Context: an optimization exercise on an open-source flow, tuned for a short achievable clock period and few clock cycles per item. The choices shown serve that exercise and are no tape-out recipe.
Where RTL was checked, it was by simulation tests only, not by an equivalence proof against the original.
Power is estimated from default activity; no workload was simulated.

// cpu_top
module cpu_top
(
    input  logic        clk,
    input  logic        reset,
    input  logic [15:0] mem_rdata,
    output logic [15:0] mem_addr,
    output logic        mem_we,
    output logic [15:0] mem_wdata,
    output logic        halted
);
Settings: LEC_CHECK=0, CAP_MARGIN=20, CORE_MARGIN=2, CORE_UTILIZATION=40, SETUP_SLACK_MARGIN=5, SLEW_MARGIN=20, SYNTH_HIERARCHICAL=1; clock period 8.0 ns.
run.sh (not shown) runs the stock make flow with config.mk's settings and CLKGATE_MAP_FILE= SYNTH_SCRIPT=/design/flow/synth_recipe.tcl, a recipe that flattens the netlist after the stock synthesis.
Edit:
--- a/flow/design.v
+++ b/flow/design.v
@@ -21,49 +21,31 @@
                 end
             end
             gg = ng;
             pp = np;
         end
         s = p ^ {gg[14:1], ~(~x[0] | ~y[0]), 1'b0};
     end
 endmodule
-module inc16
-(
-    input  logic [15:0] a,
-    output logic [15:0] s
-);
-    always_comb begin
-        logic [15:0] pp, np;
-        pp = a;
-        for (int l = 0; l < 4; l++) begin
-            np = pp;
-            for (int i = 0; i < 16; i++) begin
-                if (i >= (1 << l))
-                    np[i] = pp[i] & pp[i - (1 << l)];
-            end
-            pp = np;
-        end
-        s = a ^ {pp[14:0], 1'b1};
-    end
-endmodule
 module cpu_top
 (
     input  logic        clk,
     input  logic        reset,
     input  logic [15:0] mem_rdata,
     output logic [15:0] mem_addr,
     output logic        mem_we,
     output logic [15:0] mem_wdata,
     output logic        halted
 );
     logic [15:0] regs [8];
     logic        z;
     logic [15:0] ma;       
-    logic [15:0] man;      
+    logic [15:0] mar;      
+    logic        first;    
     logic [15:0] mai;
     logic        we;
     logic [15:0] wd;
     logic        ir_v;
     logic [2:0]  ir_rx;
     logic [15:0] ir_pc;    
     logic [15:0] opa;      
     logic [15:0] opb;      
@@ -196,27 +178,19 @@
     assign load_ib = dcyc && !stale;
     assign lseq    = load_rd || load_ib;
     assign ovsel   = x1 && (c_ld || c_st) && c_ovl;
     assign stale_i2 = c_st && c_ovl && (opa == ovl_a);
     assign d_rd    = decode(mem_rdata);
     assign d_ib    = decode(ib);
     assign d_ov    = decode(ovl_w);
     assign nd      = dcyc ? d_ib : (ovsel ? d_ov : d_rd);
-    assign mai     = ~man;
-    logic [15:0] ma2h;
-    inc16 u_inc1 (
-        .a (mai),
-        .s (ma1)
-    );
-    inc16 u_inc2 (
-        .a ({1'b0, mai[15:1]}),
-        .s (ma2h)
-    );
-    assign ma2     = {ma2h[14:0], mai[0]};
+    assign mai     = mar & {16{!first}};
+    assign ma1     = mai + 16'd1;
+    assign ma2     = mai + 16'd2;
     assign la      = dcyc ? ra : mai;
     assign la1     = dcyc ? ra1 : ma1;
     assign la2     = dcyc ? ra2 : ma2;
     assign z_next  = (x1 && (c_alu || c_cmp)) ? z_new : z;
     logic        hit1_r, hit2_r;      
     logic        hit3_r, hit4_r;      
     logic [15:0] xd1_r, xd2_r, xd3_r, xd4_r;
     logic        seq1, seq2;          
@@ -337,17 +311,17 @@
         end else begin
             ma_nj = opa;
         end
     end
     always_ff @(posedge clk or posedge reset) begin
         if (reset) begin
             z     <= 1'b0;
             ma    <= 16'h0000;
-            man   <= ~16'h0000;
+            first <= 1'b1;
             seq1  <= 1'b0;
             seq2  <= 1'b0;
             seq3  <= 1'b0;
             seq4  <= 1'b0;
             hit1_r <= 1'b0;
             hit2_r <= 1'b0;
             hit3_r <= 1'b0;
             hit4_r <= 1'b0;
@@ -356,17 +330,17 @@
             dcyc  <= 1'b0;
             hlt   <= 1'b0;
             run   <= 1'b1;
             xc_v  <= '0;
         end else begin
             if (x1 && (c_alu || c_cmp))
                 z <= z_new;
             ma   <= ma_d;
-            man  <= ~ma_d;
+            first <= 1'b0;
             seq1 <= taken ? ((sel_j && !n_hit) || (!sel_j && s1_nj)) : (!sel_j && s1_nj);
             seq2 <= taken ? (!sel_j && s2_nj) : (sel_j || s2_nj);
             seq3 <= taken ? ((sel_j && n_hit) || (!sel_j && s3_nj)) : (!sel_j && s3_nj);
             seq4 <= !lseq && !dcyc && !c_ldi && c_jmp;
             hit1_r <= hit1 && !xc_upd(idx1);
             hit2_r <= hit2 && !xc_upd(idx2);
             hit3_r <= hit3 && !xc_upd(idx3);
             hit4_r <= hit4 && !xc_upd(idx4);
@@ -418,16 +392,17 @@
             f_or    <= nd.f_or;
             zs_eq   <= nd.zeq;
             zs_ff   <= nd.zff;
             zs_one  <= nd.zone;
             zs_and  <= nd.zand;
             zs_or   <= nd.zor;
             zs_add  <= nd.zadd;
         end
+        mar   <= ma_d;
         xd1_r <= xc_d[idx1];
         xd2_r <= xc_d[idx2];
         xd3_r <= xc_d[idx3];
         xd4_r <= xc_d[idx4];
         if (x1 && (c_ld || c_st)) begin
             ib    <= mem_rdata;
             ra    <= stale_i2 ? ovl_a : mai;
             ra1   <= ma1;
Critical path depth climbs by 2.
Non-clock buffer count is lower by 35.
Fmax is lower by a few percent.
Worst hold slack gets worse by 15 ps.
Core utilization came out lower by 0.87 points.
Routed wire length grows slightly.
Clock power is about the same.
Clock skew drops by 3.8 ps.
Sequential power shrinks by roughly a tenth.
Design area went down slightly.
Worst setup slack loses 150 ps.
No functional check of the RTL was part of any run of this note.

---

Another version of the RTL of cpu_top (not shown whole).
Size: ~5,300 cells after synthesis, roughly 54,000 µm² of cells after synthesis.
clock: 8.0 ns
lec_check: 0
cap_margin: 20
core_margin: 2
core_utilization: 40
setup_slack_margin: 5
slew_margin: 20
synth_hierarchical: 1
==> next run, changes <==
--- a/flow/design.v
+++ b/flow/design.v
@@ -67,26 +67,25 @@
 module cpu_top
 (
     input  logic        clk,
     input  logic        reset,
     input  logic [15:0] mem_rdata,
     output logic [15:0] mem_addr,
     output logic        mem_we,
     output logic [15:0] mem_wdata,
     output logic        halted
 );
     logic [15:0] regs [8];
     logic        z;
-    logic [15:0] ma;       
-    logic [15:0] man;      
+    logic [15:0] ma;
     logic [15:0] mai;
     logic        we;
     logic [15:0] wd;
     logic        ir_v;
     logic [2:0]  ir_rx;
     logic [15:0] ir_pc;    
     logic [15:0] opa;      
     logic [15:0] opb;      
     logic [15:0] opx;      
     logic [15:0] opy;      
     logic [15:0] imm;      
     logic        c_alu;    
@@ -216,25 +215,25 @@
     logic [XC_B-1:0] n_idx;
     assign x1      = ir_v;
     assign one_cyc = !(c_ldi || c_jmp || c_ld || c_st);
     assign load_rd = !dcyc && (!ir_v || one_cyc);
     assign load_ib = dcyc && !stale;
     assign lseq    = load_rd || load_ib;
     assign ovsel   = x1 && (c_ld || c_st) && c_ovl;
     assign stale_i2 = c_st && c_ovl && (opa == ovl_a);
     assign d_rd    = decode(mem_rdata);
     assign d_ib    = decode(ib);
     assign d_ov    = decode(ovl_w);
     assign nd      = dcyc ? d_ib : (ovsel ? d_ov : d_rd);
-    assign mai     = ~man;
+    assign mai     = ma;
     logic [15:0] ma2h;
     inc16 u_inc1 (
         .a (mai),
         .s (ma1)
     );
     inc16 u_inc2 (
         .a ({1'b0, mai[15:1]}),
         .s (ma2h)
     );
     assign ma2     = {ma2h[14:0], mai[0]};
     assign la      = dcyc ? ra : mai;
     assign la1     = dcyc ? ra1 : ma1;
@@ -357,44 +356,42 @@
         end else if (c_jmp) begin
             ma_nj = mem_rdata;
         end else if (c_ld) begin
             ma_nj = opb;
         end else begin
             ma_nj = opa;
         end
     end
     always_ff @(posedge clk or posedge reset) begin
         if (reset) begin
             z     <= 1'b0;
             ma    <= 16'h0000;
-            man   <= ~16'h0000;
             seq1  <= 1'b0;
             seq2  <= 1'b0;
             seq3  <= 1'b0;
             seq4  <= 1'b0;
             hit1_r <= 1'b0;
             hit2_r <= 1'b0;
             hit3_r <= 1'b0;
             hit4_r <= 1'b0;
             we    <= 1'b0;
             ir_v  <= 1'b0;
             dcyc  <= 1'b0;
             hlt   <= 1'b0;
             run   <= 1'b1;
             xc_v  <= '0;
         end else begin
             if (x1 && (c_alu || c_cmp))
                 z <= z_new;
             ma   <= ma_d;
-            man  <= ~ma_d;
             seq1 <= taken ? ((sel_j && !n_hit) || (!sel_j && s1_nj)) : (!sel_j && s1_nj);
             seq2 <= taken ? (!sel_j && s2_nj) : (sel_j || s2_nj);
             seq3 <= taken ? ((sel_j && n_hit) || (!sel_j && s3_nj)) : (!sel_j && s3_nj);
             seq4 <= !lseq && !dcyc && !c_ldi && c_jmp;
             hit1_r <= hit1 && !xc_upd(idx1);
             hit2_r <= hit2 && !xc_upd(idx2);
             hit3_r <= hit3 && !xc_upd(idx3);
             hit4_r <= hit4 && !xc_upd(idx4);
             we   <= x1 && c_st && run;
             dcyc <= x1 && (c_ld || c_st);
             if (lseq) begin
                 ir_v <= taken ? !nd.halt && !((nd.jmp || n_jcc) && n_hit)
After rerunning: Total power went down by 5.4%; die area came out lower by 1.4%; routed wire length goes down by 1.9%; final area came out lower by 1.9%; sequential share of layout area barely changes; via count is lower by 1.7%.
Testbench counts after the change, summed over its fixed seeds: cycles 27,294, instrs 20,286.
For the first run of this note, only the layout was checked, not whether the RTL still works.

---

Another version of the RTL of cpu_top (not shown whole).
==> flow/config.mk <==
export PLATFORM = sky130hd
export DESIGN_NAME = cpu_top
export DESIGN_NICKNAME = cpu_top
export VERILOG_FILES = /design/flow/design.v
export SDC_FILE = /design/flow/constraint.sdc
export NUM_CORES = 4
export LEC_CHECK = 0
export CAP_MARGIN = 20
export CORE_MARGIN = 2
export CORE_UTILIZATION = 40
export SETUP_SLACK_MARGIN = 5
export SLEW_MARGIN = 20
export SYNTH_HIERARCHICAL = 1
==> flow/constraint.sdc <==
create_clock -name core_clock -period 8.0 [get_ports {clk}]
set_input_delay 1.6000 -clock core_clock [delete_from_list [all_inputs] [get_ports {clk}]]
set_output_delay 1.6000 -clock core_clock [all_outputs]
set_load 0.01 [all_outputs]
Next try:
--- a/flow/design.v
+++ b/flow/design.v
@@ -179,30 +179,25 @@
     assign z_next  = (x1 && (c_alu || c_cmp)) ? z_new : z;
     logic        hit_ma;
     logic [15:0] xd_ma;
     logic        ra_hit;
     logic [15:0] ra_xd;
     assign n_idx   = mai[XC_B-1:0];
-    logic [XC_N-1:0] tag_eq;
-    always_comb begin
-        for (int k = 0; k < XC_N; k++)
-            tag_eq[k] = xc_v[k] && (xc_t[k] == mai[15:XC_B]);
-    end
-    assign hit_ma  = tag_eq[n_idx];
+    assign hit_ma  = xc_v[n_idx] && (xc_t[n_idx] == mai[15:XC_B]);
     assign xd_ma   = xc_d[n_idx];
     assign n_hit   = dcyc ? ra_hit : hit_ma;
     assign n_xd    = dcyc ? ra_xd : xd_ma;
     assign n_jcc   = nd.jz || nd.jnz;
     logic        wr_alu;
     logic        wr_mem;
     assign wr_alu = x1 && (c_alu || c_mov || c_ldic);
     assign wr_mem = (x1 && c_ldi) || (dcyc && c_ld);
     always_ff @(posedge clk or posedge reset) begin
         if (reset) begin
             for (int i = 0; i < 8; i++) regs[i] <= 16'd0;
-        end else begin
+        end else if (run) begin
             for (int i = 0; i < 8; i++) begin
                 if (wr_alu && ir_rx == 3'(i))
                     regs[i] <= alu_res;
                 else if (wr_mem && ir_rx == 3'(i))
                     regs[i] <= mem_rdata;
             end
@@ -218,20 +213,18 @@
     assign rd_b = fb_alu ? alu_res : (fb_mem ? mem_rdata : regs[nd.ry]);
     logic [15:0] ma_j;      
     logic [15:0] ma_nj;     
     logic        sel_j;
     logic        taken;
     logic [15:0] ma_jt;
-    logic [15:0] ma_t, ma_n;
     logic [15:0] ma_d;
     assign sel_j = load && n_jcc;
     assign taken = z_next ^ nd.jnz;
     assign ma_jt = n_hit ? n_xd : la1;
-    assign ma_t  = sel_j ? ma_jt : ma_nj;
-    assign ma_n  = sel_j ? la2 : ma_nj;
-    assign ma_d  = taken ? ma_t : ma_n;
+    assign ma_d  = ({16{sel_j && taken}} & ma_jt) | ({16{sel_j && !taken}} & la2) |
+                   ({16{!sel_j}} & ma_nj);
     always_comb begin
         if (load) begin
             if (nd.jmp && n_hit)
                 ma_nj = n_xd;
             else if (nd.ldi && n_hit)
                 ma_nj = la2;
@@ -257,26 +250,24 @@
             we    <= 1'b0;
             ir_v  <= 1'b0;
             dcyc  <= 1'b0;
             hlt   <= 1'b0;
             run   <= 1'b1;
             xc_v  <= '0;
-        end else begin
+        end else if (run) begin
             if (x1 && (c_alu || c_cmp))
                 z <= z_new;
             ma   <= ma_d;
             man  <= ~ma_d;
-            we   <= x1 && c_st && run;
+            we   <= x1 && c_st;
             dcyc <= x1 && (c_ld || c_st);
             if (load) begin
-                ir_v <= taken ? !nd.halt && !((nd.jmp || n_jcc) && n_hit)
-                              : !nd.halt && !n_jcc && !(nd.jmp && n_hit);
-                if (nd.halt) begin
-                    hlt <= 1'b1;
-                    run <= 1'b0;
-                end
+                ir_v <= !nd.halt && !(n_jcc && !(z_next ^ nd.jnz)) &&
+                        !((nd.jmp || n_jcc) && (z_next ^ nd.jnz || nd.jmp) && n_hit);
+                hlt  <= nd.halt;
+                run  <= !nd.halt;
             end else begin
                 ir_v <= 1'b0;
             end
             if (x1 && (c_ldi || c_jmp))
                 xc_v[ir_pc[XC_B-1:0]] <= 1'b1;
             if (x1 && c_st)
@@ -321,13 +312,13 @@
             stale <= (opa == mai);
             ra_xd <= xd_ma;
             ra_hit <= hit_ma && !(c_st && (opa[XC_B-1:0] - 1'b1) == n_idx);
         end
         if (x1 && c_st)
             wd <= opb;
-        if (x1 && (c_ldi || c_jmp)) begin
+        if (run && x1 && (c_ldi || c_jmp)) begin
             xc_d[ir_pc[XC_B-1:0]] <= mem_rdata;
             xc_t[ir_pc[XC_B-1:0]] <= ir_pc[15:XC_B];
         end
     end
     assign mem_addr  = ma;
     assign mem_we    = we;
Result:
- routed wire length goes down by 5.7%
- clock skew goes up by 14 ps
- worst setup slack loses 82 ps
- core utilization goes down by 0.70 points
- non-clock buffer count goes down by 72
- count of clock-buffer cells in the layout goes down by 11
- die area goes down by 0.88%
- global-route usage goes down by 1.5 points
- via count goes down by 3.9%
- final area goes down by 2.7%
- final cell count goes down by 3.4%
- total power goes down by 9.8%
Function was not checked in any run of this note: the RTL went through the layout flow alone.

[separate check: timing with driven ports]
The flow's constraints put no driver on any port. The routed layouts listed below were extracted and timed again, unchanged, in two steps. Step 1: set_driving_cell puts a clkbuf_16 on clk and a buf_2 on each other input, an assumption about the parent block. Step 2 adds t to the input delays and takes it off the output delays; t is the mean of the earliest and latest rising clock arrival at the registers after step 1. Input paths then give back, and output paths get back, about the clock's delay inside the block. Slacks: ideal / step 1 / step 2; pairs: ideal / step 1.
run	shift t [ns]	setup WS [ns]	worst setup path at the end	latest minus earliest clock arrival (ns)
the first run of note 1	0.792	4.758 / 4.627 / 3.835	input to register	0.035 / 0.035
the second run of note 1	0.794	4.611 / 4.611 / 3.869	input to register	0.035 / 0.035
the first run of note 2	0.810	4.634 / 4.642 / 3.857	input to register	0.072 / 0.072
the second run of note 2	0.786	4.834 / 4.760 / 4.014	input to register	0.032 / 0.032
the first run of note 3	0.680	4.334 / 4.334 / 3.916	input to register	0.028 / 0.028
the second run of note 3	0.695	4.252 / 4.252 / 3.623	input to register	0.044 / 0.044
After both steps every run listed still meets setup and hold. For the first run of note 1, which loses most, drivers alone change the setup slack by -0.131 ns; drivers and shift together by -0.923 ns.
